From an optimization exercise on the open Yosys and OpenROAD flow, aimed at small area; shortcuts taken in it are not production practice.
At most, simulation tests tie the RTL to the original design; equivalence was not proved.
The RTL of runs 1 and 2 was laid out without a check of its function.
No activity file was given, so power comes from the tool's default toggle rates.

<file path="design/flow/config.mk">
export PLATFORM = sky130hd
export DESIGN_NAME = gpio_register_block_top
export DESIGN_NICKNAME = gpio_register_block_top
export VERILOG_FILES = /design/flow/design.v
export SDC_FILE = /design/flow/constraint.sdc
export NUM_CORES = 4
export LEC_CHECK = 0
export CAP_MARGIN = 20
export CORE_MARGIN = 2
export CORE_UTILIZATION = 65
export SLEW_MARGIN = 20
export SYNTH_HIERARCHICAL = 1
export SYNTH_MINIMUM_KEEP_SIZE = 0
</file>
<file path="design/flow/constraint.sdc">
create_clock -name core_clock -period 5.0 [get_ports {clk}]
set_input_delay 1.0000 -clock core_clock [delete_from_list [all_inputs] [get_ports {clk}]]
set_output_delay 1.0000 -clock core_clock [all_outputs]
set_load 0.01 [all_outputs]
</file>
<file path="design/flow/design.v">
`timescale 1ns / 1ps
`default_nettype none
package grb_pkg;
  localparam int unsigned PAD_W  = 54;
  localparam int unsigned DATA_W = 32;
  localparam int unsigned IDX_W  = 4;
endpackage
`default_nettype wire
`timescale 1ns / 1ps
`default_nettype none
module grb_dec (
  input  wire logic        rst_n,
  input  wire logic        valid,
  input  wire logic        stall,
  input  wire logic        mode,
  input  wire logic [3:0]  idx,
  output logic      [5:0]  ld_fsel,    
  output logic             ld_pctl,    
  output logic      [1:0]  ld_pclk,    
  output logic      [1:0]  we_pclk,    
  output logic      [1:0]  we_set,     
  output logic      [1:0]  we_any,     
  output logic             lat_d,      
  output logic      [10:0] rsel,       
  output logic      [1:0]  hold,       
  output logic             err_d       
);
  logic fire, we, rd, rst;
  assign fire = valid && !stall;
  logic [15:0] sel;
  assign rst = !rst_n;
  assign we  = fire && mode;
  assign rd  = fire && !mode;
  for (genvar k = 0; k < 16; k++) begin : g_sel
    assign sel[k] = (idx == 4'(k));
  end
  for (genvar w = 0; w < 6; w++) begin : g_fs
    assign ld_fsel[w] = rst || (we && sel[w]);
  end
  assign ld_pctl    = rst || (we && sel[12]);
  assign we_pclk[0] = we && sel[13];
  assign we_pclk[1] = we && sel[14];
  assign ld_pclk    = we_pclk | {2{rst}};
  assign we_set[0]  = we && sel[6];
  assign we_set[1]  = we && sel[7];
  assign we_any[0]  = we && (sel[6] || sel[8]);
  assign we_any[1]  = we && (sel[7] || sel[9]);
  assign lat_d      = rst_n && !idx[3];
  for (genvar w = 0; w < 6; w++) begin : g_rs
    assign rsel[w] = rd && sel[w];
  end
  assign rsel[6]  = rd && sel[10];
  assign rsel[7]  = rd && sel[11];
  assign rsel[8]  = rd && sel[12];
  assign rsel[9]  = rd && sel[13];
  assign rsel[10] = rd && sel[14];
  assign hold  = {stall, !valid};
  assign err_d = sel[15];
endmodule
module grb_aoi222 (
  input  wire logic a1, a2, b1, b2, c1, c2,
  output logic      y
);
  assign y = !((a1 && a2) || (b1 && b2) || (c1 && c2));
endmodule
module grb_aoi22 (
  input  wire logic a1, a2, b1, b2,
  output logic      y
);
  assign y = !((a1 && a2) || (b1 && b2));
endmodule
module grb_nand #(
  parameter int unsigned N = 4
) (
  input  wire logic [N-1:0] a,
  output logic              y
);
  assign y = !(&a);
endmodule
module grb_rmux (
  input  wire logic [10:0]      rsel,
  input  wire logic [1:0]       hold,    
  input  wire logic [31:0]      rd_q,
  input  wire logic [5:0][29:0] fsel,
  input  wire logic [53:0]      pads,
  input  wire logic [1:0]       pctl,
  input  wire logic [53:0]      pclk,
  output logic      [31:0]      rd_n
);
  logic hold_any;
  assign hold_any = |hold;
  for (genvar i = 0; i < 32; i++) begin : g_bit
    localparam int unsigned NP = (i < 2) ? 12 : (i < 22) ? 12 : (i < 30) ? 9 : 3;
    localparam int unsigned NG = (NP + 2) / 3;
    logic [NP-1:0] s, d;
    logic [NG-1:0] g;
    if (i < 30) begin : g_f
      assign s[5:0] = rsel[5:0];
      assign d[5:0] = {fsel[5][i], fsel[4][i], fsel[3][i], fsel[2][i], fsel[1][i], fsel[0][i]};
      assign s[6] = rsel[6];  assign d[6] = pads[i];
      assign s[7] = rsel[9];  assign d[7] = pclk[i];
      assign s[8] = (i < 2 || i >= 22) ? hold_any : hold[0];  assign d[8] = rd_q[i];
      if (i < 22) begin : g_b1
        assign s[9]  = rsel[7];  assign d[9]  = pads[32 + i];
        assign s[10] = rsel[10]; assign d[10] = pclk[32 + i];
      end
      if (i < 2) begin : g_p
        assign s[11] = rsel[8];  assign d[11] = pctl[i];
      end else if (i < 22) begin : g_h1
        assign s[11] = hold[1];  assign d[11] = rd_q[i];
      end
    end else begin : g_h
      assign s = {hold_any, rsel[9], rsel[6]};
      assign d = {rd_q[i], pclk[i], pads[i]};
    end
    for (genvar k = 0; k < NG; k++) begin : g_grp
      if (3 * k + 2 < NP) begin : g3
        grb_aoi222 u_aoi (.a1(s[3*k]), .a2(d[3*k]), .b1(s[3*k+1]), .b2(d[3*k+1]),
                          .c1(s[3*k+2]), .c2(d[3*k+2]), .y(g[k]));
      end else begin : g2
        grb_aoi22 u_aoi (.a1(s[3*k]), .a2(d[3*k]), .b1(s[3*k+1]), .b2(d[3*k+1]),
                         .y(g[k]));
      end
    end
    grb_nand #(.N(NG)) u_or (.a(g), .y(rd_n[i]));
  end
endmodule
module grb_regfile (
  input  wire logic         clk,
  input  wire logic         rst_n,
  input  wire logic         valid,     
  input  wire logic         stall,     
  input  wire logic         mode,
  input  wire logic [3:0]   idx,
  input  wire logic [31:0]  wd,
  input  wire logic [53:0]  pads,
  output logic      [31:0]  rd_r,
  output logic              err_r,
  output logic      [53:0]  pad_drive,
  output logic      [53:0]  pad_drive_enable,
  output logic      [53:0]  pad_pull_up,
  output logic      [53:0]  pad_pull_down
);
  logic [5:0][29:0] fsel_r;
  logic [53:0]      latch_r;
  logic [53:0]      pclk_r;
  logic [1:0]       pctl_r;
  logic [53:0]      up_r;
  logic [53:0]      dn_r;
  logic [5:0]  ld_fsel;
  logic        ld_pctl;
  logic [1:0]  ld_pclk, we_pclk, we_set, we_any;
  logic        lat_d;
  logic [10:0] rsel;
  logic [1:0]  hold;
  logic        err_d;
  logic [31:0] rd_n;
  logic [31:0] wd_r;      
  grb_dec u_dec (
    .rst_n (rst_n), .valid (valid), .stall (stall), .mode (mode), .idx (idx),
    .ld_fsel (ld_fsel), .ld_pctl (ld_pctl), .ld_pclk (ld_pclk),
    .we_pclk (we_pclk), .we_set (we_set), .we_any (we_any), .lat_d (lat_d),
    .rsel (rsel), .hold (hold), .err_d (err_d)
  );
  assign wd_r = wd & {32{rst_n}};
  for (genvar w = 0; w < 6; w++) begin : g_fsel
    always_ff @(posedge clk) if (ld_fsel[w]) fsel_r[w] <= wd_r[29:0];
  end
  for (genvar p = 0; p < 54; p++) begin : g_latch
    logic ld;
    assign ld = !rst_n || (wd[p % 32] && we_any[p / 32]);
    always_ff @(posedge clk) if (ld) latch_r[p] <= lat_d;
  end
  always_ff @(posedge clk) if (ld_pctl) pctl_r <= wd_r[1:0];
  logic up_d, dn_d;
  assign up_d = rst_n && pctl_r == 2'd2;
  assign dn_d = rst_n && pctl_r == 2'd1;
  for (genvar p = 0; p < 54; p++) begin : g_pin
    logic lds;
    assign lds = !rst_n || (we_pclk[p / 32] && wd[p % 32] && !pclk_r[p]);
    always_ff @(posedge clk) if (ld_pclk[p / 32]) pclk_r[p] <= wd_r[p % 32];
    always_ff @(posedge clk) if (lds) begin
      up_r[p] <= up_d;
      dn_r[p] <= dn_d;
    end
  end
  grb_rmux u_rmux (
    .rsel (rsel), .hold (hold), .rd_q (rd_r), .fsel (fsel_r), .pads (pads),
    .pctl (pctl_r), .pclk (pclk_r), .rd_n (rd_n)
  );
  always_ff @(posedge clk) begin
    rd_r  <= rd_n;
    err_r <= (|hold) ? err_r : err_d;
  end
  for (genvar p = 0; p < 54; p++) begin : g_en
    assign pad_drive_enable[p] = fsel_r[p / 10][(p % 10) * 3 +: 3] == 3'd1;
  end
  assign pad_drive     = latch_r;
  assign pad_pull_up   = up_r;
  assign pad_pull_down = dn_r;
endmodule
`default_nettype wire
`timescale 1ns / 1ps
`default_nettype none
module gpio_register_block_top (
  input  wire logic         clk,
  input  wire logic         rst_n,
  input  wire logic         in_valid,
  output logic              in_stall,
  input  wire logic         in_mode,
  input  wire logic [3:0]   in_reg_index,
  input  wire logic [31:0]  in_write_data,
  input  wire logic [53:0]  in_pad_levels,
  output logic              out_valid,
  input  wire logic         out_stall,
  output logic      [31:0]  out_read_data,
  output logic              out_access_error,
  output logic      [53:0]  out_pad_drive,
  output logic      [53:0]  out_pad_drive_enable,
  output logic      [53:0]  out_pad_pull_up,
  output logic      [53:0]  out_pad_pull_down
);
  logic valid_r;
  logic fire;
  assign in_stall = valid_r && out_stall;
  assign fire     = in_valid && !in_stall;
  always_ff @(posedge clk) begin
    if (!rst_n) valid_r <= 1'b0;
    else        valid_r <= fire || in_stall;
  end
  grb_regfile u_regfile (
    .clk              (clk),
    .rst_n            (rst_n),
    .valid            (in_valid),
    .stall            (in_stall),
    .mode             (in_mode),
    .idx              (in_reg_index),
    .wd               (in_write_data),
    .pads             (in_pad_levels),
    .rd_r             (out_read_data),
    .err_r            (out_access_error),
    .pad_drive        (out_pad_drive),
    .pad_drive_enable (out_pad_drive_enable),
    .pad_pull_up      (out_pad_pull_up),
    .pad_pull_down    (out_pad_pull_down)
  );
  assign out_valid = valid_r;
endmodule
`default_nettype wire
</file>
<file path="design/flow/flow/run.sh">
#!/bin/bash
# Standard ORFS layout with two changes: ports are buffered with the smallest
# buffer, and the clock tree uses clkbuf_8 leaf clusters without dummy loads.
set -euo pipefail
export BUFFER_PORTS_ARGS="-buffer_cell sky130_fd_sc_hd__buf_1"
export CTS_ARGS="-sink_clustering_enable -repair_clock_nets -buf_list sky130_fd_sc_hd__clkbuf_8 -sink_clustering_size 16 -sink_clustering_max_diameter 80 -dont_use_dummy_load"
bash standard.sh > flow_make.log 2>&1
</file>
<file path="design/flow/standard.sh">
#!/bin/bash
# synth_recipe.tcl (not shown) runs the flow's synth.tcl, then flattens the netlist and writes it again
# the make line also repeats each setting of config.mk as NAME=value (left out here)
make -C /OpenROAD-flow-scripts/flow DESIGN_CONFIG=/design/flow/config.mk WORK_HOME=/design/flow/orfs CLKGATE_MAP_FILE= SYNTH_SCRIPT=/design/flow/synth_recipe.tcl "${@:-finish}"
</file>
==> metrics.cfg, run 1 <==
[timing]
hold_violations=0
finalCritPeriodShare_pct=66.3
period_minus_slack_ns=3.32
hold_slack_ns=0.491
worst_pin_slew_ns=1.11
drv_slew=0
skew_ns=0.0244
worst_slack_ns=1.68
finalSetupViolations=0
max_freq_ghz=0.301
finalSetupTns_ns=0
slew_headroom_pct=25.3
rsz0062_at_grt=false

[setup_path]
critPathRequiredTime_ns=5.56
worst-path-buf-inv=2
reg2reg_from=valid_r
crit_slowest_cell=nor3_2
crit_type=primary input to flip-flop
critPathArrivalTime_ns=3.88
path_max_fanout=15
max_stage_delay_ns=0.86
rrSetupSlack_ns=1.90
path_cells=buf_1, nand2_1, nor3_2, buf_4, a222oi_1, nand4_1
start_kind=primary input
startpoint=in_reg_index[2]
crit_path_end_kind=flip-flop
reg2reg_to=u_regfile.rd_r[3]
reg2reg_depth=6
cp_top_family=simple AND/OR/NAND/NOR gates

[clocking]
cts_buffer_depth=3
cts_tree=done
cts_root_buf=clkbuf_8
cts_resized=0
h-tree-depth=1
postCtsHoldBufs=0
cts.sinks=432
cts_buffers=30
clk_latency_ns=0.62
clk_pin_slew_ns=0.10
post_cts_buffers=0

[finish]
nets=1434
syn2layout_area_growth_pct=15.3
nFillCells=1509
layout_commonest_cell=edfxtp_1
final_cell_area_um2=18400
drive_gt1_share_pct=7.03
mostFrequentLayoutCells=edfxtp_1, buf_1, nand2_1

[grt]
gr-total-overflow=0
grt_pass1_wl_um=61200
use_met3_pct=6.10
grt_pass1_vias=10400
antenna_found_initial=3
grt_util_met1_pct=44.0
busiest_layer=met2
track_usage_pct=31.8
use_met2_pct=51.9
grt_max_degree=86

[run]
max_cap_violations=0

[floorplanning]
rows=57
die_height_um=161
die_x_um=161
io_pins=346
start_util_pct=65.9
die_area_um2=25900
core_area_um2=24200

[worst_hold_path]
hp-class=flip-flop to flip-flop
hold_depth=2
min_to=u_regfile.rd_r[31]
holdCritStartpoint=u_regfile.pclk_r[31]

[drt]
route.detailed.drc=0
ant_nets=0
via_per_inst=6.60
detail_route.wl_per_cell_um=25.4
dr.pass1.iters=10
vias=11000
wl_um=42300
first_iter_violations=1993

[run_status]
status=finished clean

[power]
seqPwrFrac_pct=67.8
power_density_nw_per_um2=352
total_power_mw=6.50
p_clk_share_pct=23.4
peakVddDrop_v=0.000290
internal_power_mw=4.97
p_sw_share_pct=23.5
combinationalPowerShare_pct=8.8
leakagePower_nw=5.97
switchingPower_mw=1.53

[yosys]
synth_nets=1053
synth_area_um2=16000
synth_warnings=8
avgSynthCellArea_um2=16.7
synth_cells=958

[placed_design]
gp_congestion=0.888
pre_cts_ws_ns=1.15
portBuffers=345
placed_area_um2=18000
hpwl_um=28800

[sequential cells by signal, indices dropped and copies added, names as in the netlist]
| signal | count |
|---|---|
| u_regfile.up_r | 54 |
| u_regfile.err_r | 1 |
| u_regfile.fsel_r | 180 |
| u_regfile.dn_r | 54 |
| valid_r | 1 |
| u_regfile.latch_r | 54 |
| u_regfile.rd_r | 32 |
| u_regfile.pclk_r | 54 |
| u_regfile.pctl_r | 2 |
[tightest hold or removal path, cell delays in order, from the launching register on]
cell	delay [ns]
edfxtp_1	0.35
a222oi_1	0.06
inv_1	0.05
[worst max path at each step]
stage	depth (start not counted)	endpoint	slack, ns
finish	6	u_regfile.rd_r[6]	1.68
global route	6	u_regfile.rd_r[27]	1.57
CTS	6	u_regfile.rd_r[6]	1.79
detailed placement	6	u_regfile.rd_r[6]	1.15
global placement	6	u_regfile.rd_r[7]	1.18
floorplan	3	u_regfile.fsel_r[0]	-0.08
[per-layer routing]
metal	share of wire [%]	vias to the layer above
met2	48	831
met3	11	91
met5	0.031	-
met4	3.1	2
li1	-	4680
met1	37	5383
[through the flow]
| stage | util, % | cells |
|---|---|---|
| global placement | 74.1 | 1630 |
| CTS | 75.9 | 1660 |
| floorplan | - | 958 |
| finish | 76.0 | 1664 |
| global route | 76.0 | 1661 |
| detailed placement | 74.1 | 1630 |
[final cells by class]
| type | instances | area, um^2 | area share (%) |
|---|---|---|---|
| flip-flops and latches | 432 | 12600 | 68.6 |
| multi-input cells | 489 | 3330 | 18.1 |
| repair buffers | 382 | 1620 | 8.80 |
| clock buffers | 30 | 413 | 2.24 |
| well taps | 324 | 405 | 2.20 |
| inverters | 4 | 15.0 | 0.0814 |
| diodes | 3 | 7.51 | 0.0407 |
[power by group through the flow]
stage	clock network (mW)	logic, mW	registers, mW
6_report	1.52	0.569	4.41
5_1_grt	1.66	0.607	4.43
4_1_cts	1.54	0.562	4.40
3_5_place_dp	0	0.560	4.48
3_3_place_gp	0	0.553	4.47
2_1_floorplan	0	0.224	4.51
==> run 2: changes to the inputs <==
--- a/design/flow/design.v
+++ b/design/flow/design.v
@@ -20,6 +20,10 @@
   output logic      [1:0]  we_pclk,    
   output logic      [1:0]  we_set,     
   output logic      [1:0]  we_any,     
+  output logic      [5:0]  hd_fsel,    
+  output logic             hd_pctl,    
+  output logic      [1:0]  hd_pclk,    
+  output logic      [1:0]  nwe_any,    
   output logic             lat_d,      
   output logic      [10:0] rsel,       
   output logic      [1:0]  hold,       
@@ -45,6 +49,10 @@
   assign we_set[1]  = we && sel[7];
   assign we_any[0]  = we && (sel[6] || sel[8]);
   assign we_any[1]  = we && (sel[7] || sel[9]);
+  assign nwe_any    = ~we_any;
+  assign hd_fsel    = ~ld_fsel;
+  assign hd_pctl    = !ld_pctl;
+  assign hd_pclk    = ~ld_pclk;
   assign lat_d      = rst_n && !idx[3];
   for (genvar w = 0; w < 6; w++) begin : g_rs
     assign rsel[w] = rd && sel[w];
@@ -56,6 +64,23 @@
   assign rsel[10] = rd && sel[14];
   assign hold  = {stall, !valid};
   assign err_d = sel[15];
+endmodule
+module grb_hold #(
+  parameter int unsigned W = 1
+) (
+  input  wire logic [W-1:0] q,
+  input  wire logic [W-1:0] d,
+  input  wire logic         ld,
+  input  wire logic         hd,
+  output logic      [W-1:0] y
+);
+  assign y = (q & {W{hd}}) | (d & {W{ld}});
+endmodule
+module grb_oai21 (
+  input  wire logic a1, a2, b1,
+  output logic      y
+);
+  assign y = !((a1 || a2) && b1);
 endmodule
 module grb_aoi222 (
   input  wire logic a1, a2, b1, b2, c1, c2,
@@ -150,6 +175,10 @@
   logic [5:0]  ld_fsel;
   logic        ld_pctl;
   logic [1:0]  ld_pclk, we_pclk, we_set, we_any;
+  logic [5:0]  hd_fsel;
+  logic        hd_pctl;
+  logic [1:0]  hd_pclk, nwe_any;
+  logic [31:0] nwd;
   logic        lat_d;
   logic [10:0] rsel;
   logic [1:0]  hold;
@@ -160,25 +189,36 @@
     .rst_n (rst_n), .valid (valid), .stall (stall), .mode (mode), .idx (idx),
     .ld_fsel (ld_fsel), .ld_pctl (ld_pctl), .ld_pclk (ld_pclk),
     .we_pclk (we_pclk), .we_set (we_set), .we_any (we_any), .lat_d (lat_d),
+    .hd_fsel (hd_fsel), .hd_pctl (hd_pctl), .hd_pclk (hd_pclk), .nwe_any (nwe_any),
     .rsel (rsel), .hold (hold), .err_d (err_d)
   );
   assign wd_r = wd & {32{rst_n}};
+  assign nwd  = ~wd;
   for (genvar w = 0; w < 6; w++) begin : g_fsel
-    always_ff @(posedge clk) if (ld_fsel[w]) fsel_r[w] <= wd_r[29:0];
+    logic [29:0] nx;
+    grb_hold #(.W(30)) u_hold (.q(fsel_r[w]), .d(wd_r[29:0]), .ld(ld_fsel[w]), .hd(hd_fsel[w]), .y(nx));
+    always_ff @(posedge clk) fsel_r[w] <= nx;
   end
   for (genvar p = 0; p < 54; p++) begin : g_latch
     logic ld;
-    assign ld = !rst_n || (wd[p % 32] && we_any[p / 32]);
+    grb_oai21 u_ld (.a1(nwd[p % 32]), .a2(nwe_any[p / 32]), .b1(rst_n), .y(ld));
     always_ff @(posedge clk) if (ld) latch_r[p] <= lat_d;
   end
-  always_ff @(posedge clk) if (ld_pctl) pctl_r <= wd_r[1:0];
+  logic [1:0] pctl_nx;
+  grb_hold #(.W(2)) u_pctl (.q(pctl_r), .d(wd_r[1:0]), .ld(ld_pctl), .hd(hd_pctl), .y(pctl_nx));
+  always_ff @(posedge clk) pctl_r <= pctl_nx;
+  logic [53:0] pclk_nx;
+  grb_hold #(.W(32)) u_pclk0 (.q(pclk_r[31:0]), .d(wd_r), .ld(ld_pclk[0]), .hd(hd_pclk[0]),
+                             .y(pclk_nx[31:0]));
+  grb_hold #(.W(22)) u_pclk1 (.q(pclk_r[53:32]), .d(wd_r[21:0]), .ld(ld_pclk[1]), .hd(hd_pclk[1]),
+                             .y(pclk_nx[53:32]));
   logic up_d, dn_d;
   assign up_d = rst_n && pctl_r == 2'd2;
   assign dn_d = rst_n && pctl_r == 2'd1;
   for (genvar p = 0; p < 54; p++) begin : g_pin
     logic lds;
     assign lds = !rst_n || (we_pclk[p / 32] && wd[p % 32] && !pclk_r[p]);
-    always_ff @(posedge clk) if (ld_pclk[p / 32]) pclk_r[p] <= wd_r[p % 32];
+    always_ff @(posedge clk) pclk_r[p] <= pclk_nx[p];
     always_ff @(posedge clk) if (lds) begin
       up_r[p] <= up_d;
       dn_r[p] <= dn_d;
==> design/flow/flow/run.sh (replaced) <==
#!/bin/bash
# Standard ORFS layout with two changes: ports are buffered with the smallest
# buffer, and the clock tree uses clkbuf_8 leaf clusters without dummy loads.
# The make output goes to flow_make.log; each ORFS step keeps its own log
# under orfs/logs/.
set -euo pipefail
export BUFFER_PORTS_ARGS="-buffer_cell sky130_fd_sc_hd__buf_1"
export CTS_ARGS="-sink_clustering_enable -repair_clock_nets -buf_list sky130_fd_sc_hd__clkbuf_8 -sink_clustering_size 14 -sink_clustering_max_diameter 60 -dont_use_dummy_load"
bash standard.sh > flow_make.log 2>&1
--- a/design/flow/config.mk
+++ b/design/flow/config.mk
@@ -7,7 +7,7 @@
 export LEC_CHECK = 0
 export CAP_MARGIN = 20
 export CORE_MARGIN = 2
-export CORE_UTILIZATION = 65
+export CORE_UTILIZATION = 60
 export SLEW_MARGIN = 20
 export SYNTH_HIERARCHICAL = 1
 export SYNTH_MINIMUM_KEEP_SIZE = 0
==> run 2 against run 1 <==
  * Sequential share of layout area is 12 points lower
  * Critical path type unchanged
  * Non-clock buffer count shrank 2
  * Flip-flop and latch count is the same
  * Die area grew 9.3%
  * Final cell count rose by 15%
  * Clock power rose by 12%
  * Synthesized area rose by 1.1%
  * Critical endpoint is now u_regfile.rd_r[18]
  * Still clean on timing, DRC and antenna
  * Setup slack better by 0.083 ns
==> metrics.cfg, run 2 <==
[setup_path]
max_stage_delay_ns=0.99  ; was 0.86 ns
reg2reg_depth=6  ; unchanged
start_kind=primary input  ; unchanged
path_cells=buf_1, and2_4, or3b_1, nor3_2, buf_4, a222oi_1, nand4_1  ; was buf_1, nand2_1, nor3_2, buf_4, a222oi_1, nand4_1
critPathArrivalTime_ns=3.71  ; was 3.88 ns
reg2reg_from=valid_r  ; unchanged
reg2reg_to=u_regfile.rd_r[18]  ; was u_regfile.rd_r[3]
path_max_fanout=26  ; was 15
crit_path_end_kind=flip-flop  ; unchanged
crit_slowest_cell=nor3_2  ; unchanged
rrSetupSlack_ns=1.95  ; was 1.90 ns
crit_type=primary input to flip-flop  ; unchanged
critPathRequiredTime_ns=5.47  ; was 5.56 ns

[finish]
layout_commonest_cell=buf_1  ; was edfxtp_1
final_cell_area_um2=18300  ; was 18400 um^2
drive_gt1_share_pct=8.16  ; was 7.03%
mostFrequentLayoutCells=buf_1, dfxtp_1, a22o_1  ; was edfxtp_1, buf_1, nand2_1
syn2layout_area_growth_pct=13.1  ; was 15.3%
max_flop_register=u_regfile.fsel_r  ; unchanged
nFillCells=2065  ; was 1509
largest_reg_flops=180  ; unchanged
seq_area_um2=10300  ; was 12600 um^2
multi_input_area_um2=5390  ; was 3330 um^2
nets=1665  ; was 1434

[drt]
detail_route.wl_per_cell_um=25.7  ; was 25.4 um
ant_nets=0  ; unchanged
route.detailed.drc=0  ; unchanged
wl_um=49100  ; was 42300 um
dr.pass1.iters=9  ; was 10
via_per_inst=6.70  ; was 6.60
vias=12800  ; was 11000
first_iter_violations=1890  ; was 1993

[floorplanning]
io_pins=346  ; unchanged
core_area_um2=26700  ; was 24200 um^2
die_x_um=168  ; was 161 um
rows=60  ; was 57
start_util_pct=60.5  ; was 65.9%
die_area_um2=28300  ; was 25900 um^2
die_height_um=168  ; was 161 um

[worst_hold_path]
hp-class=flip-flop to flip-flop  ; unchanged
hold_depth=1  ; was 2
holdCritStartpoint=u_regfile.fsel_r[165]  ; was u_regfile.pclk_r[31]
min_to=u_regfile.fsel_r[165]  ; was u_regfile.rd_r[31]

[clocking]
cts_resized=0  ; unchanged
h-tree-depth=2  ; was 1
clk_latency_ns=0.56  ; was 0.62 ns
clk_pin_slew_ns=0.09  ; was 0.10 ns
cts_tree=done  ; unchanged
post_cts_buffers=0  ; unchanged
postCtsHoldBufs=0  ; unchanged
cts_root_buf=clkbuf_8  ; unchanged
cts.sinks=432  ; unchanged
cts_buffers=36  ; was 30
cts_buffer_depth=3  ; unchanged

[timing]
drv_slew=0  ; unchanged
period_minus_slack_ns=3.23  ; was 3.32 ns
finalSetupViolations=0  ; unchanged
skew_ns=0.0283  ; was 0.0244 ns
hold_slack_ns=0.494  ; was 0.491 ns
slew_headroom_pct=24.6  ; was 25.3%
finalSetupTns_ns=0  ; unchanged
max_freq_ghz=0.309  ; was 0.301 GHz
finalCritPeriodShare_pct=64.7  ; was 66.3%
rsz0062_at_grt=false  ; unchanged
hold_violations=0  ; unchanged
worst_pin_slew_ns=1.13  ; was 1.11 ns
worst_slack_ns=1.77  ; was 1.68 ns

[power]
leakagePower_nw=6.56  ; was 5.97 nW
total_power_mw=6.58  ; was 6.50 mW
power_density_nw_per_um2=360  ; was 352 nW/um^2
peakVddDrop_v=0.000247  ; was 0.000290 V

[grt]
gr-total-overflow=0  ; unchanged
antenna_found_initial=3  ; unchanged
grt_pass1_vias=12100  ; was 10400
grt_max_degree=66  ; was 86
grt_pass1_wl_um=72000  ; was 61200 um
track_usage_pct=33.4  ; was 31.8%

[run]
max_cap_violations=0  ; unchanged

[placed_design]
hpwl_um=32300  ; was 28800 um
pre_cts_ws_ns=1.32  ; was 1.15 ns
gp_congestion=0.893  ; was 0.888
portBuffers=345  ; unchanged
placed_area_um2=17800  ; was 18000 um^2

[yosys]
synth_area_um2=16200  ; was 16000 um^2
synth_nets=1318  ; was 1053
synth_cells=1223  ; was 958
synth_warnings=8  ; unchanged
avgSynthCellArea_um2=13.2  ; was 16.7 um^2

[run_status]
status=finished clean  ; unchanged

==> run 2: routing by layer <==
metal	global-route usage (%)	part of all wire, %	up-vias
met5	0	0	-
li1	-	-	5675
met4	11.7	2.9	0
met1	46.6	41	6262
met2	52.1	46	783
met3	7.33	10	91
==> run 2: critical path, delay by kind of cell <==
| kind | cells | cell delay [ns] |
|---|---|---|
| simple gates | 4 | 2.02 |
| buf+inv | 2 | 0.56 |
| compound gates | 1 | 0.12 |
==> run 2: worst max path at each step <==
| stage | startpoint | to | slack (ns) | cells after the start |
|---|---|---|---|---|
| detailed placement | out_stall | u_regfile.rd_r[19] | 1.32 | 7 |
| global placement | out_stall | u_regfile.rd_r[14] | 1.41 | 7 |
| global route | out_stall | u_regfile.rd_r[18] | 1.75 | 7 |
| finish | out_stall | u_regfile.rd_r[18] | 1.77 | 7 |
| CTS | out_stall | u_regfile.rd_r[18] | 1.89 | 7 |
| floorplan | out_stall | u_regfile.rd_r[0] | 1.13 | 7 |
==> run 2: power by group <==
group / internal (mW) / leakage [nW] / switching (mW)
sequential: 3.94 / 3.88 / 0.180
combinational: 0.280 / 2.43 / 0.472
clock: 0.649 / 0.259 / 1.06
total: 4.86 / 6.56 / 1.72
==> run 2: per-stage QoR <==
step           cells  util [%]
3_3_place_gp    1872      66.5
2_1_floorplan   1223         -
5_1_grt         1911      68.4
6_report        1912      68.4
4_1_cts         1909      68.4
3_5_place_dp    1873      66.5
==> run 2: layout make-up <==
class,count,area share (%)
Tap cell,341,2.33
Antenna cell,3,0.0410
Multi-Input combinational cell,685,29.4
Clock buffer,36,2.71
Sequential cell,432,56.2
Inverter,35,0.718
Timing Repair Buffer,380,8.56
==> run 3: changes to the inputs <==
--- a/design/flow/design.v
+++ b/design/flow/design.v
@@ -24,6 +24,7 @@
   output logic             hd_pctl,    
   output logic      [1:0]  hd_pclk,    
   output logic      [1:0]  nwe_any,    
+  output logic      [1:0]  nwe_pclk,   
   output logic             lat_d,      
   output logic      [10:0] rsel,       
   output logic      [1:0]  hold,       
@@ -38,21 +39,26 @@
   for (genvar k = 0; k < 16; k++) begin : g_sel
     assign sel[k] = (idx == 4'(k));
   end
+  logic [5:0] we_fsel;
+  logic       we_pctl;
   for (genvar w = 0; w < 6; w++) begin : g_fs
-    assign ld_fsel[w] = rst || (we && sel[w]);
-  end
-  assign ld_pctl    = rst || (we && sel[12]);
+    assign we_fsel[w] = we && sel[w];
+  end
+  assign we_pctl    = we && sel[12];
   assign we_pclk[0] = we && sel[13];
   assign we_pclk[1] = we && sel[14];
-  assign ld_pclk    = we_pclk | {2{rst}};
+  assign ld_fsel    = we_fsel & {6{rst_n}};
+  assign ld_pctl    = we_pctl && rst_n;
+  assign ld_pclk    = we_pclk & {2{rst_n}};
   assign we_set[0]  = we && sel[6];
   assign we_set[1]  = we && sel[7];
   assign we_any[0]  = we && (sel[6] || sel[8]);
   assign we_any[1]  = we && (sel[7] || sel[9]);
   assign nwe_any    = ~we_any;
-  assign hd_fsel    = ~ld_fsel;
-  assign hd_pctl    = !ld_pctl;
-  assign hd_pclk    = ~ld_pclk;
+  assign nwe_pclk   = ~we_pclk;
+  assign hd_fsel    = ~we_fsel & {6{rst_n}};
+  assign hd_pctl    = !we_pctl && rst_n;
+  assign hd_pclk    = ~we_pclk & {2{rst_n}};
   assign lat_d      = rst_n && !idx[3];
   for (genvar w = 0; w < 6; w++) begin : g_rs
     assign rsel[w] = rd && sel[w];
@@ -81,6 +87,12 @@
   output logic      y
 );
   assign y = !((a1 || a2) && b1);
+endmodule
+module grb_oai31 (
+  input  wire logic a1, a2, a3, b1,
+  output logic      y
+);
+  assign y = !((a1 || a2 || a3) && b1);
 endmodule
 module grb_aoi222 (
   input  wire logic a1, a2, b1, b2, c1, c2,
@@ -177,26 +189,25 @@
   logic [1:0]  ld_pclk, we_pclk, we_set, we_any;
   logic [5:0]  hd_fsel;
   logic        hd_pctl;
-  logic [1:0]  hd_pclk, nwe_any;
+  logic [1:0]  hd_pclk, nwe_any, nwe_pclk;
   logic [31:0] nwd;
   logic        lat_d;
   logic [10:0] rsel;
   logic [1:0]  hold;
   logic        err_d;
   logic [31:0] rd_n;
-  logic [31:0] wd_r;      
   grb_dec u_dec (
     .rst_n (rst_n), .valid (valid), .stall (stall), .mode (mode), .idx (idx),
     .ld_fsel (ld_fsel), .ld_pctl (ld_pctl), .ld_pclk (ld_pclk),
     .we_pclk (we_pclk), .we_set (we_set), .we_any (we_any), .lat_d (lat_d),
     .hd_fsel (hd_fsel), .hd_pctl (hd_pctl), .hd_pclk (hd_pclk), .nwe_any (nwe_any),
+    .nwe_pclk (nwe_pclk),
     .rsel (rsel), .hold (hold), .err_d (err_d)
   );
-  assign wd_r = wd & {32{rst_n}};
   assign nwd  = ~wd;
   for (genvar w = 0; w < 6; w++) begin : g_fsel
     logic [29:0] nx;
-    grb_hold #(.W(30)) u_hold (.q(fsel_r[w]), .d(wd_r[29:0]), .ld(ld_fsel[w]), .hd(hd_fsel[w]), .y(nx));
+    grb_hold #(.W(30)) u_hold (.q(fsel_r[w]), .d(wd[29:0]), .ld(ld_fsel[w]), .hd(hd_fsel[w]), .y(nx));
     always_ff @(posedge clk) fsel_r[w] <= nx;
   end
   for (genvar p = 0; p < 54; p++) begin : g_latch
@@ -205,19 +216,20 @@
     always_ff @(posedge clk) if (ld) latch_r[p] <= lat_d;
   end
   logic [1:0] pctl_nx;
-  grb_hold #(.W(2)) u_pctl (.q(pctl_r), .d(wd_r[1:0]), .ld(ld_pctl), .hd(hd_pctl), .y(pctl_nx));
+  grb_hold #(.W(2)) u_pctl (.q(pctl_r), .d(wd[1:0]), .ld(ld_pctl), .hd(hd_pctl), .y(pctl_nx));
   always_ff @(posedge clk) pctl_r <= pctl_nx;
   logic [53:0] pclk_nx;
-  grb_hold #(.W(32)) u_pclk0 (.q(pclk_r[31:0]), .d(wd_r), .ld(ld_pclk[0]), .hd(hd_pclk[0]),
+  grb_hold #(.W(32)) u_pclk0 (.q(pclk_r[31:0]), .d(wd), .ld(ld_pclk[0]), .hd(hd_pclk[0]),
                              .y(pclk_nx[31:0]));
-  grb_hold #(.W(22)) u_pclk1 (.q(pclk_r[53:32]), .d(wd_r[21:0]), .ld(ld_pclk[1]), .hd(hd_pclk[1]),
+  grb_hold #(.W(22)) u_pclk1 (.q(pclk_r[53:32]), .d(wd[21:0]), .ld(ld_pclk[1]), .hd(hd_pclk[1]),
                              .y(pclk_nx[53:32]));
   logic up_d, dn_d;
   assign up_d = rst_n && pctl_r == 2'd2;
   assign dn_d = rst_n && pctl_r == 2'd1;
   for (genvar p = 0; p < 54; p++) begin : g_pin
     logic lds;
-    assign lds = !rst_n || (we_pclk[p / 32] && wd[p % 32] && !pclk_r[p]);
+    grb_oai31 u_lds (.a1(pclk_r[p]), .a2(nwd[p % 32]), .a3(nwe_pclk[p / 32]), .b1(rst_n),
+                     .y(lds));
     always_ff @(posedge clk) pclk_r[p] <= pclk_nx[p];
     always_ff @(posedge clk) if (lds) begin
       up_r[p] <= up_d;
==> design/flow/flow/run.sh (replaced) <==
#!/bin/bash
# Standard ORFS layout with three changes: ports are buffered with the
# smallest buffer; before repair_design, lightly loaded gates are set to their
# smallest drive strength (flow/downsize.tcl); and the clock tree uses
# clkbuf_8 leaf clusters without dummy loads.
# The make output goes to flow_make.log; each ORFS step keeps its own log
# under orfs/logs/.
set -euo pipefail
export BUFFER_PORTS_ARGS="-buffer_cell sky130_fd_sc_hd__buf_1"
export PRE_RESIZE_TCL="$PWD/flow/downsize.tcl"
export CTS_ARGS="-sink_clustering_enable -repair_clock_nets -buf_list sky130_fd_sc_hd__clkbuf_8 -sink_clustering_size 14 -sink_clustering_max_diameter 60 -dont_use_dummy_load"
bash standard.sh > flow_make.log 2>&1
==> design/flow/flow/downsize.tcl (new file) <==
# Before repair_design: cells that drive few loads get the smallest drive
# strength of their function (synthesis sizes them without knowing their
# loads); repair_design and the later timing repair fix any slew, load or
# timing need this leaves.
set best {}
foreach lc [get_lib_cells sky130_fd_sc_hd__*] {
  set n [get_name $lc]
  if {![regexp {^(sky130_fd_sc_hd__[a-z0-9]+)_(\d+)$} $n -> base drv]} continue
  if {[string match *lpflow* $n] || [string match *probe* $n]} continue
  if {[get_property $lc is_buffer] || [get_property $lc is_inverter]} continue
  set a [get_property $lc area]
  if {![dict exists $best $base] || $a < [lindex [dict get $best $base] 1]} {
    dict set best $base [list $n $a]
  }
}
set cnt 0
foreach inst [get_cells *] {
  set m [get_property $inst ref_name]
  if {[string match *df* $m] || [string match *buf* $m] || [string match *tap* $m] ||
      [string match *clk* $m] || [string match *inv* $m] || [string match *dly* $m]} {
    continue
  }
  if {![regexp {^(sky130_fd_sc_hd__[a-z0-9]+)_(\d+)$} $m -> base drv]} { continue }
  if {![dict exists $best $base]} { continue }
  set fo 0
  foreach p [get_pins -of_objects $inst -filter "direction == output"] {
    set fo [expr {$fo + [llength [get_pins -of_objects [get_nets -of_objects $p] -filter "direction == input"]]}]
  }
  if {$fo > 8} { continue }
  set tgt [lindex [dict get $best $base] 0]
  if {$tgt ne $m} {
    replace_cell $inst $tgt
    incr cnt
  }
}
puts "downsize.tcl: resized $cnt cells"
estimate_parasitics -placement
--- a/design/flow/config.mk
+++ b/design/flow/config.mk
@@ -5,9 +5,9 @@
 export SDC_FILE = /design/flow/constraint.sdc
 export NUM_CORES = 4
 export LEC_CHECK = 0
-export CAP_MARGIN = 20
+export CAP_MARGIN = 5
 export CORE_MARGIN = 2
 export CORE_UTILIZATION = 60
-export SLEW_MARGIN = 20
+export SLEW_MARGIN = 5
 export SYNTH_HIERARCHICAL = 1
 export SYNTH_MINIMUM_KEEP_SIZE = 0
==> run 3 against run 2 <==
  * Via count decreased by 2.1%
  * Global-route usage fell by 0.94 points
  * Total power decreased by 10%
  * Sequential share of layout area grew 1.3 points
  * Synthesized area grew 0.67%
  * Setup slack better by 0.24 ns
  * Final cell count fell by 4.0%
  * Sequential power decreased by 8.3%
  * Clock skew grew 0.011 ns
  * Largest power group unchanged
==> metrics.cfg, run 3 <==
[yosys]
synth_nets=1220  ; was 1318
synth_area_um2=16300  ; was 16200 um^2
synth_warnings=8  ; unchanged
avgSynthCellArea_um2=14.5  ; was 13.2 um^2
synth_cells=1125  ; was 1223

[timing]
skew_ns=0.0395  ; was 0.0283 ns
drv_slew=0  ; unchanged
max_freq_ghz=0.334  ; was 0.309 GHz
rsz0062_at_grt=false  ; unchanged
period_minus_slack_ns=3.00  ; was 3.23 ns
finalCritPeriodShare_pct=59.9  ; was 64.7%
slew_headroom_pct=26.3  ; was 24.6%
finalSetupViolations=0  ; unchanged
finalSetupTns_ns=0  ; unchanged
hold_violations=0  ; unchanged
worst_pin_slew_ns=1.11  ; was 1.13 ns

[placed_design]
gp_congestion=0.891  ; was 0.893
hpwl_um=33400  ; was 32300 um
portBuffers=345  ; unchanged

[finish]
syn2layout_area_growth_pct=9.89  ; was 13.1%
seq_area_um2=10300  ; unchanged
layout_commonest_cell=buf_1  ; unchanged
mostFrequentLayoutCells=buf_1, dfxtp_1, a22o_1  ; unchanged
nets=1591  ; was 1665
multi_input_area_um2=4890  ; was 5390 um^2
largest_reg_flops=180  ; unchanged
drive_gt1_share_pct=6.43  ; was 8.16%
final_util_pct=66.7  ; was 68.4%
nFillCells=2106  ; was 2065
max_flop_register=u_regfile.fsel_r  ; unchanged

[setup_path]
critPathRequiredTime_ns=5.18  ; was 5.47 ns
start_kind=primary input  ; unchanged
path_max_fanout=32  ; was 26
critPathArrivalTime_ns=3.18  ; was 3.71 ns
crit_slowest_cell=or3_2  ; was nor3_2
max_stage_delay_ns=0.85  ; was 0.99 ns
crit_path_end_kind=flip-flop  ; unchanged
crit_type=primary input to flip-flop  ; unchanged
path_cells=buf_1, and2_4, nand3b_1, buf_4, or3_2, o31ai_1  ; was buf_1, and2_4, or3b_1, nor3_2, buf_4, a222oi_1, nand4_1

[floorplanning]
die_area_um2=28500  ; was 28300 um^2
die_height_um=169  ; was 168 um
core_area_um2=26800  ; was 26700 um^2
start_util_pct=60.7  ; was 60.5%
rows=60  ; unchanged
die_x_um=169  ; was 168 um
io_pins=346  ; unchanged

[clocking]
cts_root_buf=clkbuf_8  ; unchanged
cts_resized=0  ; unchanged
cts_buffer_depth=3  ; unchanged
clk_latency_ns=0.55  ; was 0.56 ns
h-tree-depth=2  ; unchanged
cts.sinks=432  ; unchanged
clk_pin_slew_ns=0.08  ; was 0.09 ns
postCtsHoldBufs=0  ; unchanged
cts_tree=done  ; unchanged
cts_buffers=38  ; was 36
post_cts_buffers=0  ; unchanged

[power]
leakagePower_nw=6.32  ; was 6.56 nW
peakVddDrop_v=0.000218  ; was 0.000247 V
power_density_nw_per_um2=331  ; was 360 nW/um^2

[grt]
grt_pass1_vias=11500  ; was 12100
antenna_found_initial=2  ; was 3
track_usage_pct=32.5  ; was 33.4%
grt_max_degree=69  ; was 66
gr-total-overflow=0  ; unchanged
grt_pass1_wl_um=71000  ; was 72000 um

[drt]
route.detailed.drc=0  ; unchanged
via_per_inst=6.83  ; was 6.70
ant_nets=0  ; unchanged
wl_um=48000  ; was 49100 um
dr.pass1.iters=8  ; was 9
vias=12500  ; was 12800
first_iter_violations=2166  ; was 1890
detail_route.wl_per_cell_um=26.1  ; was 25.7 um

[run_status]
status=finished clean  ; unchanged

[worst_hold_path]
hp-class=flip-flop to flip-flop  ; unchanged

[run]
max_cap_violations=0  ; unchanged

## run 3: cell types whose count changed in the layout (fill, tap and decap cells not counted), sizes merged, moves of 3 or more
| cell | before | now |
|---|---|---|
| nand2 | 58 | 2 |
| nor3 | 13 | 19 |
| o31ai | 7 | 54 |
| o21ai | 110 | 54 |
| nand3b | 1 | 4 |
| buf | 379 | 388 |
| and2 | 33 | 1 |
## run 3: routing by layer
metal,track usage (%),vias up,wire length (um)
met5,0,-,13
met4,7.57,2,1060
met3,6.85,74,5270
met2,49.0,770,21100
met1,48.4,6216,20600
li1,-,5484,-
## run 3: report_power, final
part	leakage (nW)	switching, mW	internal, mW
Combinational	2.23	0.285	0.109
Clock	0.273	1.06	0.682
Sequential	3.82	0.0386	3.74
## run 3: stage by stage
step                      total power, mW  instances  setup WS, ns  hold WS [ns]  area, um^2
after floorplan                      4.07       1125          1.25         0.455       16300
after global placement               4.26       1797          1.55         0.466       18000
after detailed placement             4.25       1797          1.51         0.470       17400
after CTS                            5.93       1835          2.08         0.493       17900
after global routing                 6.10       1835          1.97         0.511       17900
final                                5.92       1836          2.00         0.494       17900
## run 3: area by class of cell
cell class                 instances  area share, %
tap                              341           2.39
inverter                          36          0.756
clock buffer                      38           2.92
multi-input combinational        599           27.3
sequential                       432           57.5
timing repair buffer             389           9.11
antenna                            1         0.0140
## run 3: final timing paths
path | from | endpoint | slack [ns] | cells after the start
setup / recovery | out_stall | u_regfile.dn_r[31] | 2.00 | 6
hold / removal | u_regfile.fsel_r[164] | u_regfile.fsel_r[164] | 0.49 | 1
setup reg to reg | valid_r | u_regfile.dn_r[31] | 2.20 | 5
hold reg to reg | u_regfile.fsel_r[164] | u_regfile.fsel_r[164] | 0.49 | 1
## run 3: worst max-delay path, delay by kind of cell
kind,cells,cell delay [ns]
buf+inv,2,0.29
compound gates,1,0.57
simple gates,3,1.27
==> run 4: changes to the inputs <==
--- a/design/flow/config.mk
+++ b/design/flow/config.mk
@@ -5,9 +5,9 @@
 export SDC_FILE = /design/flow/constraint.sdc
 export NUM_CORES = 4
 export LEC_CHECK = 0
-export CAP_MARGIN = 5
+export CAP_MARGIN = 20
 export CORE_MARGIN = 2
-export CORE_UTILIZATION = 60
-export SLEW_MARGIN = 5
+export CORE_UTILIZATION = 50
+export SLEW_MARGIN = 20
 export SYNTH_HIERARCHICAL = 1
 export SYNTH_MINIMUM_KEEP_SIZE = 0
==> run 4 against run 3 <==
  * Non-clock buffer count grew 4
  * Clock power barely moved
  * Routed wire length rose by 7.3%
  * Clock-buffer cell count did not move
  * Flip-flop and latch count stayed put
  * Final cell count is 5.8% higher
  * Die area increased by 20%
  * Via count down 1.0%
  * Highest routed layer unchanged
==> metrics.cfg, run 4 <==
[run_status]
status=finished clean  ; unchanged

[clocking]
cts_tree=done  ; unchanged
h-tree-depth=2  ; unchanged
postCtsHoldBufs=0  ; unchanged
cts.sinks=432  ; unchanged
cts_buffer_depth=3  ; unchanged
cts_root_buf=clkbuf_8  ; unchanged
clk_pin_slew_ns=0.09  ; was 0.08 ns
clk_latency_ns=0.55  ; about the same
cts_buffers=38  ; unchanged
cts_resized=0  ; unchanged
post_cts_buffers=0  ; unchanged

[drt]
dr.pass1.iters=8  ; unchanged
via_per_inst=6.39  ; was 6.83
route.detailed.drc=0  ; unchanged
vias=12400  ; was 12500
wl_um=51500  ; was 48000 um
ant_nets=0  ; unchanged
detail_route.wl_per_cell_um=26.5  ; was 26.1 um
first_iter_violations=1756  ; was 2166

[finish]
nets=1595  ; was 1591
layout_commonest_cell=buf_1  ; unchanged
seq_area_um2=10300  ; unchanged
nFillCells=2811  ; was 2106
drive_gt1_share_pct=6.54  ; was 6.43%
max_flop_register=u_regfile.fsel_r  ; unchanged
largest_reg_flops=180  ; unchanged
multi_input_area_um2=4880  ; was 4890 um^2
mostFrequentLayoutCells=buf_1, dfxtp_1, a22o_1  ; unchanged
syn2layout_area_growth_pct=10.9  ; was 9.89%

[timing]
finalCritPeriodShare_pct=58.2  ; was 59.9%
rsz0062_at_grt=false  ; unchanged
period_minus_slack_ns=2.91  ; was 3.00 ns
worst_slack_ns=2.09  ; was 2.00 ns
max_freq_ghz=0.344  ; was 0.334 GHz
worst_pin_slew_ns=1.08  ; was 1.11 ns
drv_slew=0  ; unchanged
finalSetupViolations=0  ; unchanged
hold_violations=0  ; unchanged
finalSetupTns_ns=0  ; unchanged
slew_headroom_pct=27.7  ; was 26.3%
skew_ns=0.0425  ; was 0.0395 ns

[setup_path]
cp_top_family=simple AND/OR/NAND/NOR gates  ; unchanged
critPathRequiredTime_ns=5.50  ; was 5.18 ns
reg2reg_from=valid_r  ; unchanged
crit_path_end_kind=flip-flop  ; unchanged
path_cells=buf_1, and2_4, or3b_1, nor3_4, buf_4, a222oi_1, nand3_1  ; was buf_1, and2_4, nand3b_1, buf_4, or3_2, o31ai_1
crit_type=primary input to flip-flop  ; unchanged
start_kind=primary input  ; unchanged
max_stage_delay_ns=0.80  ; was 0.85 ns
critPathArrivalTime_ns=3.41  ; was 3.18 ns
path_max_fanout=27  ; was 32
crit_slowest_cell=nor3_4  ; was or3_2
worst-path-buf-inv=2  ; unchanged
startpoint=out_stall  ; unchanged

[worst_hold_path]
hp-class=flip-flop to flip-flop  ; unchanged
holdCritStartpoint=u_regfile.fsel_r[172]  ; was u_regfile.fsel_r[164]

[power]
leakagePower_nw=6.34  ; was 6.32 nW
peakVddDrop_v=0.000173  ; was 0.000218 V
power_density_nw_per_um2=330  ; was 331 nW/um^2

[placed_design]
portBuffers=345  ; unchanged
hpwl_um=35800  ; was 33400 um
pre_cts_ws_ns=1.55  ; was 1.51 ns
gp_congestion=0.881  ; was 0.891

[yosys]
synth_warnings=8  ; unchanged
synth_cells=1125  ; unchanged
avgSynthCellArea_um2=14.5  ; unchanged
synth_area_um2=16300  ; unchanged
synth_nets=1220  ; unchanged

[grt]
antenna_found_initial=5  ; was 2
grt_pass1_vias=11400  ; was 11500
grt_pass1_wl_um=74200  ; was 71000 um
track_usage_pct=29.0  ; was 32.5%
grt_max_degree=89  ; was 69
gr-total-overflow=0  ; unchanged

[floorplanning]
die_area_um2=34000  ; was 28500 um^2
die_height_um=184  ; was 169 um
io_pins=346  ; unchanged
start_util_pct=50.4  ; was 60.7%
core_area_um2=32300  ; was 26800 um^2
die_x_um=184  ; was 169 um
rows=66  ; was 60

[run]
max_cap_violations=0  ; unchanged

-- run 4: worst paths after layout --
| kind | to | slack, ns | cells past startpoint |
|---|---|---|---|
| max | u_regfile.rd_r[27] | 2.09 | 7 |
| min reg2reg | u_regfile.fsel_r[172] | 0.50 | 1 |
| max reg2reg | u_regfile.rd_r[27] | 2.27 | 6 |
| min | u_regfile.fsel_r[172] | 0.50 | 1 |
-- run 4: cell type report --
cell class,count,share of cell area [%]
sequential,432,57.0
multi-input combinational,599,27.0
timing repair buffer,393,9.26
tap,442,3.06
clock buffer,38,2.90
inverter,36,0.749
antenna,3,0.0416
-- run 4: power by group --
group	total, mW	leakage [nW]	switching (mW)	internal [mW]
Sequential	3.78	3.82	0.0410	3.74
Combinational	0.402	2.25	0.290	0.112
Clock	1.77	0.273	1.09	0.682
Total	5.95	6.34	1.42	4.53
-- run 4: metrics by stage --
stage / utilization, % / instance area [um^2] / power, mW / hold WS (ns) / instances
6_report: 55.9 / 18000 / 5.95 / 0.495 / 1943
5_1_grt: 55.9 / 18000 / 6.15 / 0.506 / 1942
4_1_cts: 55.9 / 18000 / 5.98 / 0.493 / 1940
3_5_place_dp: 54.3 / 17500 / 4.26 / 0.472 / 1902
3_3_place_gp: 56.2 / 18100 / 4.28 / 0.465 / 1902
2_1_floorplan: - / 16300 / 4.07 / 0.455 / 1125
-- run 4: routing by layer --
metal | vias up | global-route usage [%] | wire (um)
li1 | 5490 | - | -
met1 | 6156 | 44.0 | 23400
met2 | 693 | 42.1 | 22000
met3 | 73 | 6.18 | 4990
met4 | 6 | 7.14 | 1110
met5 | - | 0 | 33
==> run 5: changes to the inputs <==
==> design/flow/flow/run.sh (replaced) <==
#!/bin/bash
# Standard ORFS layout with three changes: ports are buffered with the
# smallest buffer; before repair_design, lightly loaded gates are set to their
# smallest drive strength and large buffers become buf_2 (flow/downsize.tcl); and the clock tree uses
# clkbuf_8 leaf clusters without dummy loads.
# The make output goes to flow_make.log; each ORFS step keeps its own log
# under orfs/logs/.
set -euo pipefail
export BUFFER_PORTS_ARGS="-buffer_cell sky130_fd_sc_hd__buf_1"
export PRE_RESIZE_TCL="$PWD/flow/downsize.tcl"
export CTS_ARGS="-sink_clustering_enable -repair_clock_nets -buf_list sky130_fd_sc_hd__clkbuf_8 -sink_clustering_size 16 -sink_clustering_max_diameter 70 -dont_use_dummy_load"
bash standard.sh > flow_make.log 2>&1
--- a/design/flow/flow/downsize.tcl
+++ b/design/flow/flow/downsize.tcl
@@ -35,3 +35,16 @@
 }
 puts "downsize.tcl: resized $cnt cells"
 estimate_parasitics -placement
+
+# Buffers that synthesis or timing-driven placement sized up go back to
+# buf_2; repair_design below adds or sizes buffers where a load needs more.
+set nbuf 0
+foreach inst [get_cells *] {
+  set m [get_property $inst ref_name]
+  if {[regexp {^sky130_fd_sc_hd__buf_(\d+)$} $m -> d] && $d > 2} {
+    replace_cell $inst sky130_fd_sc_hd__buf_2
+    incr nbuf
+  }
+}
+puts "downsize.tcl: resized $nbuf buffers"
+estimate_parasitics -placement
--- a/design/flow/config.mk
+++ b/design/flow/config.mk
@@ -5,9 +5,9 @@
 export SDC_FILE = /design/flow/constraint.sdc
 export NUM_CORES = 4
 export LEC_CHECK = 0
-export CAP_MARGIN = 20
+export CAP_MARGIN = 5
 export CORE_MARGIN = 2
-export CORE_UTILIZATION = 50
-export SLEW_MARGIN = 20
+export CORE_UTILIZATION = 60
+export SLEW_MARGIN = 5
 export SYNTH_HIERARCHICAL = 1
 export SYNTH_MINIMUM_KEEP_SIZE = 0
==> run 5 against run 4 <==
  * Largest power group unchanged
  * Sequential share of layout area up 1.2 points
  * Total power decreased by 3.4%
  * Die area shrank 16%
  * Largest cell class unchanged
  * Critical path depth is 1 lower
  * Sequential power is essentially flat
  * Via count is 0.67% lower
  * Combinational power fell by 4%
  * Critical path type unchanged
  * Non-clock buffer count fell by 4
  * Final cell count down 5.9%
  * First-iteration DRC count increased by 6.9%
==> metrics.cfg, run 5 <==
[clocking]
cts_resized=0  ; unchanged
cts_buffer_depth=3  ; unchanged
h-tree-depth=1  ; was 2
cts.sinks=432  ; unchanged
clk_latency_ns=0.60  ; was 0.55 ns
cts_buffers=31  ; was 38
cts_tree=done  ; unchanged
postCtsHoldBufs=0  ; unchanged
cts_root_buf=clkbuf_8  ; unchanged
clk_pin_slew_ns=0.10  ; was 0.09 ns
post_cts_buffers=0  ; unchanged

[setup_path]
critPathArrivalTime_ns=3.19  ; was 3.41 ns
path_cells=buf_1, and2_4, nand3b_1, buf_2, or3_2, o31ai_1  ; was buf_1, and2_4, or3b_1, nor3_4, buf_4, a222oi_1, nand3_1
critPathRequiredTime_ns=5.26  ; was 5.50 ns
reg2reg_from=valid_r  ; unchanged
startpoint=out_stall  ; unchanged
crit_type=primary input to flip-flop  ; unchanged
reg2reg_to=u_regfile.up_r[31]  ; was u_regfile.rd_r[27]
worst-path-buf-inv=2  ; unchanged
start_kind=primary input  ; unchanged
rrSetupSlack_ns=2.18  ; was 2.27 ns
crit_end=u_regfile.up_r[31]  ; was u_regfile.rd_r[27]
cp_top_family=simple AND/OR/NAND/NOR gates  ; unchanged
crit_path_end_kind=flip-flop  ; unchanged
max_stage_delay_ns=0.87  ; was 0.80 ns
path_max_fanout=32  ; was 27
reg2reg_depth=5  ; was 6
path_depth=6  ; was 7
crit_slowest_cell=or3_2  ; was nor3_4

[yosys]
synth_nets=1220  ; unchanged
synth_cells=1125  ; unchanged
synth_warnings=8  ; unchanged
avgSynthCellArea_um2=14.5  ; unchanged
synth_area_um2=16300  ; unchanged

[grt]
track_usage_pct=32.2  ; was 29.0%
grt_pass1_vias=11400  ; about the same
grt_max_degree=69  ; was 89
grt_pass1_wl_um=70800  ; was 74200 um
gr-total-overflow=0  ; unchanged
antenna_found_initial=1  ; was 5

[floorplanning]
start_util_pct=60.7  ; was 50.4%
die_height_um=169  ; was 184 um
core_area_um2=26800  ; was 32300 um^2
rows=60  ; was 66
io_pins=346  ; unchanged
die_area_um2=28500  ; was 34000 um^2
die_x_um=169  ; was 184 um

[finish]
final_cell_area_um2=17700  ; was 18000 um^2
nets=1584  ; was 1595
diodes=0  ; was 3
largest_reg_flops=180  ; unchanged
drive_gt1_share_pct=5.99  ; was 6.54%
mostFrequentLayoutCells=buf_1, dfxtp_1, a22o_1  ; unchanged
nFillCells=2126  ; was 2811
layout_commonest_cell=buf_1  ; unchanged
syn2layout_area_growth_pct=8.60  ; was 10.9%
max_flop_register=u_regfile.fsel_r  ; unchanged

[placed_design]
placed_area_um2=17200  ; was 17500 um^2
portBuffers=345  ; unchanged
gp_congestion=0.891  ; was 0.881
hpwl_um=33300  ; was 35800 um

[drt]
vias=12300  ; was 12400
first_iter_violations=1878  ; was 1756
ant_nets=0  ; unchanged
via_per_inst=6.75  ; was 6.39
detail_route.wl_per_cell_um=26.0  ; was 26.5 um
wl_um=47600  ; was 51500 um
dr.pass1.iters=6  ; was 8
route.detailed.drc=0  ; unchanged

[timing]
rsz0062_at_grt=false  ; unchanged
slew_headroom_pct=19.8  ; was 27.7%
skew_ns=0.0659  ; was 0.0425 ns
hold_violations=0  ; unchanged
finalSetupViolations=0  ; unchanged
period_minus_slack_ns=2.93  ; was 2.91 ns
worst_pin_slew_ns=1.20  ; was 1.08 ns
finalCritPeriodShare_pct=58.6  ; was 58.2%
finalSetupTns_ns=0  ; unchanged
drv_slew=0  ; unchanged
max_freq_ghz=0.341  ; was 0.344 GHz

[run]
max_cap_violations=0  ; unchanged

[power]
leakagePower_nw=6.25  ; was 6.34 nW
power_density_nw_per_um2=325  ; was 330 nW/um^2
peakVddDrop_v=0.000235  ; was 0.000173 V

[run_status]
status=finished clean  ; unchanged

[worst_hold_path]
hp-class=flip-flop to flip-flop  ; unchanged

-- run 5: area by class of cell --
| cell class | instances | area [um^2] | area share, % |
|---|---|---|---|
| clock buffers | 31 | 427 | 2.41 |
| well taps | 341 | 427 | 2.41 |
| multi-input cells | 599 | 4890 | 27.7 |
| inverters | 36 | 135 | 0.764 |
| repair buffers | 389 | 1520 | 8.59 |
| flip-flops and latches | 432 | 10300 | 58.2 |
-- run 5: where the power goes --
group          leakage [nW]  switching [mW]  internal [mW]
logic                  2.21           0.283          0.103
clock network         0.223            1.04          0.553
registers              3.82          0.0385           3.74
total                  6.25            1.36           4.39
-- run 5: through the flow --
step                      hold WS, ns  cells  power (mW)  setup slack, ns  util [%]
final                           0.500   1828        5.75             2.07      66.0
after global routing            0.509   1828        5.92             2.00      66.0
after CTS                       0.496   1828        5.77             2.13      66.0
after detailed placement        0.470   1797        4.24             1.47      64.4
after global placement          0.466   1797        4.26             1.55      67.0
after floorplan                 0.455   1125        4.07             1.25         -
-- run 5: worst min-delay path by stage --
| stage | cells past startpoint | startpoint | slack (ns) | to |
|---|---|---|---|---|
| after CTS | 1 | u_regfile.fsel_r[172] | 0.50 | u_regfile.fsel_r[172] |
| after detailed placement | 1 | u_regfile.fsel_r[178] | 0.47 | u_regfile.fsel_r[178] |
| after floorplan | 1 | u_regfile.fsel_r[162] | 0.46 | u_regfile.fsel_r[162] |
| after global routing | 1 | u_regfile.fsel_r[163] | 0.51 | u_regfile.fsel_r[163] |
| final | 1 | u_regfile.fsel_r[172] | 0.50 | u_regfile.fsel_r[172] |
| after global placement | 2 | u_regfile.rd_r[31] | 0.47 | u_regfile.rd_r[31] |
-- run 5: layer usage --
layer | GRT usage (%) | vias to the layer above | routed length (um)
li1 | - | 5469 | -
met1 | 48.2 | 6113 | 21100
met2 | 49.4 | 697 | 21300
met3 | 6.08 | 54 | 4290
met4 | 6.60 | 2 | 959
met5 | 0 | - | 13
==> run 6: changes to the inputs <==
--- a/design/flow/design.v
+++ b/design/flow/design.v
@@ -27,7 +27,7 @@
   output logic      [1:0]  nwe_pclk,   
   output logic             lat_d,      
   output logic      [10:0] rsel,       
-  output logic      [1:0]  hold,       
+  output logic             hold,       
   output logic             err_d       
 );
   logic fire, we, rd, rst;
@@ -68,7 +68,7 @@
   assign rsel[8]  = rd && sel[12];
   assign rsel[9]  = rd && sel[13];
   assign rsel[10] = rd && sel[14];
-  assign hold  = {stall, !valid};
+  assign hold  = stall;
   assign err_d = sel[15];
 endmodule
 module grb_hold #(
@@ -116,7 +116,7 @@
 endmodule
 module grb_rmux (
   input  wire logic [10:0]      rsel,
-  input  wire logic [1:0]       hold,    
+  input  wire logic             hold,    
   input  wire logic [31:0]      rd_q,
   input  wire logic [5:0][29:0] fsel,
   input  wire logic [53:0]      pads,
@@ -124,10 +124,8 @@
   input  wire logic [53:0]      pclk,
   output logic      [31:0]      rd_n
 );
-  logic hold_any;
-  assign hold_any = |hold;
   for (genvar i = 0; i < 32; i++) begin : g_bit
-    localparam int unsigned NP = (i < 2) ? 12 : (i < 22) ? 12 : (i < 30) ? 9 : 3;
+    localparam int unsigned NP = (i < 2) ? 12 : (i < 22) ? 11 : (i < 30) ? 9 : 3;
     localparam int unsigned NG = (NP + 2) / 3;
     logic [NP-1:0] s, d;
     logic [NG-1:0] g;
@@ -136,18 +134,16 @@
       assign d[5:0] = {fsel[5][i], fsel[4][i], fsel[3][i], fsel[2][i], fsel[1][i], fsel[0][i]};
       assign s[6] = rsel[6];  assign d[6] = pads[i];
       assign s[7] = rsel[9];  assign d[7] = pclk[i];
-      assign s[8] = (i < 2 || i >= 22) ? hold_any : hold[0];  assign d[8] = rd_q[i];
+      assign s[8] = hold;     assign d[8] = rd_q[i];
       if (i < 22) begin : g_b1
         assign s[9]  = rsel[7];  assign d[9]  = pads[32 + i];
         assign s[10] = rsel[10]; assign d[10] = pclk[32 + i];
       end
       if (i < 2) begin : g_p
         assign s[11] = rsel[8];  assign d[11] = pctl[i];
-      end else if (i < 22) begin : g_h1
-        assign s[11] = hold[1];  assign d[11] = rd_q[i];
       end
     end else begin : g_h
-      assign s = {hold_any, rsel[9], rsel[6]};
+      assign s = {hold, rsel[9], rsel[6]};
       assign d = {rd_q[i], pclk[i], pads[i]};
     end
     for (genvar k = 0; k < NG; k++) begin : g_grp
@@ -193,7 +189,7 @@
   logic [31:0] nwd;
   logic        lat_d;
   logic [10:0] rsel;
-  logic [1:0]  hold;
+  logic        hold;
   logic        err_d;
   logic [31:0] rd_n;
   grb_dec u_dec (
@@ -242,7 +238,7 @@
   );
   always_ff @(posedge clk) begin
     rd_r  <= rd_n;
-    err_r <= (|hold) ? err_r : err_d;
+    err_r <= hold ? err_r : err_d;
   end
   for (genvar p = 0; p < 54; p++) begin : g_en
     assign pad_drive_enable[p] = fsel_r[p / 10][(p % 10) * 3 +: 3] == 3'd1;
--- a/design/flow/config.mk
+++ b/design/flow/config.mk
@@ -7,7 +7,7 @@
 export LEC_CHECK = 0
 export CAP_MARGIN = 5
 export CORE_MARGIN = 2
-export CORE_UTILIZATION = 60
+export CORE_UTILIZATION = 72
 export SLEW_MARGIN = 5
 export SYNTH_HIERARCHICAL = 1
 export SYNTH_MINIMUM_KEEP_SIZE = 0
==> run 6 against run 5 <==
  * Hold slack got worse by 0.0086 ns
  * Final area decreased by 0.62%
  * Non-clock buffer count decreased by 7
  * Fmax decreased by 7.8%
  * Sequential share of layout area increased by 0.36 points
  * Utilization increased by 12 points
  * Clock power about the same
  * First-iteration DRC count increased by 6.9%
  * Sequential power about the same
  * Largest cell class unchanged
  * Highest routed layer is now met4
==> metrics.cfg, run 6 <==
[grt]
antenna_found_initial=2  ; was 1
grt_pass1_wl_um=70800  ; about the same
grt_max_degree=90  ; was 69
track_usage_pct=38.5  ; was 32.2%
gr-total-overflow=0  ; unchanged
grt_pass1_vias=11600  ; was 11400

[finish]
nets=1574  ; was 1584
mostFrequentLayoutCells=buf_1, dfxtp_1, a22o_1  ; unchanged
max_flop_register=u_regfile.fsel_r  ; unchanged
drive_gt1_share_pct=6.16  ; was 5.99%
nFillCells=1460  ; was 2126
layout_commonest_cell=buf_1  ; unchanged
syn2layout_area_growth_pct=7.59  ; was 8.60%
largest_reg_flops=180  ; unchanged

[worst_hold_path]
hp-class=flip-flop to flip-flop  ; unchanged
holdCritStartpoint=u_regfile.fsel_r[164]  ; was u_regfile.fsel_r[172]

[setup_path]
start_kind=primary input  ; unchanged
critPathArrivalTime_ns=3.71  ; was 3.19 ns
path_max_fanout=38  ; was 32
crit_path_end_kind=flip-flop  ; unchanged
startpoint=out_stall  ; unchanged
reg2reg_from=valid_r  ; unchanged
crit_type=primary input to flip-flop  ; unchanged
critPathRequiredTime_ns=5.53  ; was 5.26 ns

[drt]
route.detailed.drc=0  ; unchanged
first_iter_violations=2007  ; was 1878
vias=12600  ; was 12300
wl_um=47600  ; about the same
ant_nets=0  ; unchanged
via_per_inst=7.15  ; was 6.75
dr.pass1.iters=6  ; unchanged
detail_route.wl_per_cell_um=27.0  ; was 26.0 um

[floorplanning]
core_area_um2=22400  ; was 26800 um^2
die_area_um2=23900  ; was 28500 um^2
start_util_pct=72.8  ; was 60.7%
die_x_um=155  ; was 169 um
die_height_um=155  ; was 169 um
io_pins=346  ; unchanged
rows=55  ; was 60

[power]
p_sw_share_pct=23.5  ; was 23.6%
total_power_mw=5.71  ; was 5.75 mW
switchingPower_mw=1.34  ; was 1.36 mW
power_density_nw_per_um2=325  ; about the same
internal_power_mw=4.36  ; was 4.39 mW
combinationalPowerShare_pct=6.5  ; was 6.7%
p_clk_share_pct=27.4  ; was 27.6%
peakVddDrop_v=0.000286  ; was 0.000235 V
seqPwrFrac_pct=66.1  ; was 65.7%
leakagePower_nw=6.21  ; was 6.25 nW

[timing]
rsz0062_at_grt=false  ; unchanged
slew_headroom_pct=17.6  ; was 19.8%
max_freq_ghz=0.315  ; was 0.341 GHz
drv_slew=0  ; unchanged
finalSetupViolations=0  ; unchanged
skew_ns=0.0333  ; was 0.0659 ns
period_minus_slack_ns=3.18  ; was 2.93 ns
hold_slack_ns=0.491  ; was 0.500 ns
hold_violations=0  ; unchanged
finalSetupTns_ns=0  ; unchanged
worst_pin_slew_ns=1.23  ; was 1.20 ns
finalCritPeriodShare_pct=63.5  ; was 58.6%

[clocking]
cts_tree=done  ; unchanged
postCtsHoldBufs=0  ; unchanged
cts_resized=0  ; unchanged
cts_buffers=30  ; was 31
clk_pin_slew_ns=0.11  ; was 0.10 ns
cts_root_buf=clkbuf_8  ; unchanged
cts_buffer_depth=3  ; unchanged
cts.sinks=432  ; unchanged
h-tree-depth=1  ; unchanged
post_cts_buffers=0  ; unchanged
clk_latency_ns=0.62  ; was 0.60 ns

[yosys]
avgSynthCellArea_um2=14.5  ; about the same
synth_cells=1123  ; was 1125
synth_nets=1218  ; was 1220
synth_area_um2=16300  ; about the same
synth_warnings=8  ; unchanged

[placed_design]
hpwl_um=33600  ; was 33300 um
gp_congestion=0.949  ; was 0.891
portBuffers=345  ; unchanged

[run]
max_cap_violations=0  ; unchanged

[run_status]
status=finished clean  ; unchanged

-- run 6: final cells by class --
| class | instances | area [um^2] | area share, % |
|---|---|---|---|
| clock buffer | 30 | 413 | 2.35 |
| timing repair buffer | 382 | 1490 | 8.46 |
| antenna | 3 | 7.51 | 0.0427 |
| inverter | 36 | 135 | 0.769 |
| tap | 285 | 357 | 2.03 |
| sequential | 432 | 10300 | 58.5 |
| multi-input combinational | 597 | 4890 | 27.8 |
-- run 6: final timing paths --
kind / to / slack [ns] / cells after the start
worst min register to register: u_regfile.fsel_r[164] / 0.49 / 1
worst max register to register: u_regfile.rd_r[28] / 1.94 / 6
worst max-delay path: u_regfile.rd_r[28] / 1.82 / 7
worst min-delay path: u_regfile.fsel_r[164] / 0.49 / 1
-- run 6: power groups by stage --
stage	clock [mW]	sequential, mW	combinational [mW]
floorplan	0	3.89	0.164
global placement	0	3.85	0.382
detailed placement	0	3.85	0.364
CTS	1.55	3.77	0.365
global route	1.68	3.78	0.395
finish	1.56	3.77	0.373
-- run 6: per-layer routing --
metal / wire [um] / GRT usage [%]
met2: 22100 / 61.4
met1: 18400 / 55.0
met5: 0 / 0
met3: 5610 / 6.95
met4: 1500 / 10.4
-- run 6: through the flow --
step | std cells | setup slack, ns | util [%] | cell area, um^2
finish | 1765 | 1.82 | 78.3 | 17600
global route | 1764 | 1.76 | 78.3 | 17600
CTS | 1762 | 1.96 | 78.3 | 17600
detailed placement | 1732 | 1.36 | 76.4 | 17100
global placement | 1732 | 1.54 | 79.8 | 17900
floorplan | 1123 | 0.742 | - | 16300
-- run 6: worst max-delay path: stages --
cell and delay [ns]:
buf_1 0.07, and2_4 0.26, or3b_1 0.66, nor3_2 0.79, buf_2 0.52, a222oi_1 0.23
nand3_1 0.15
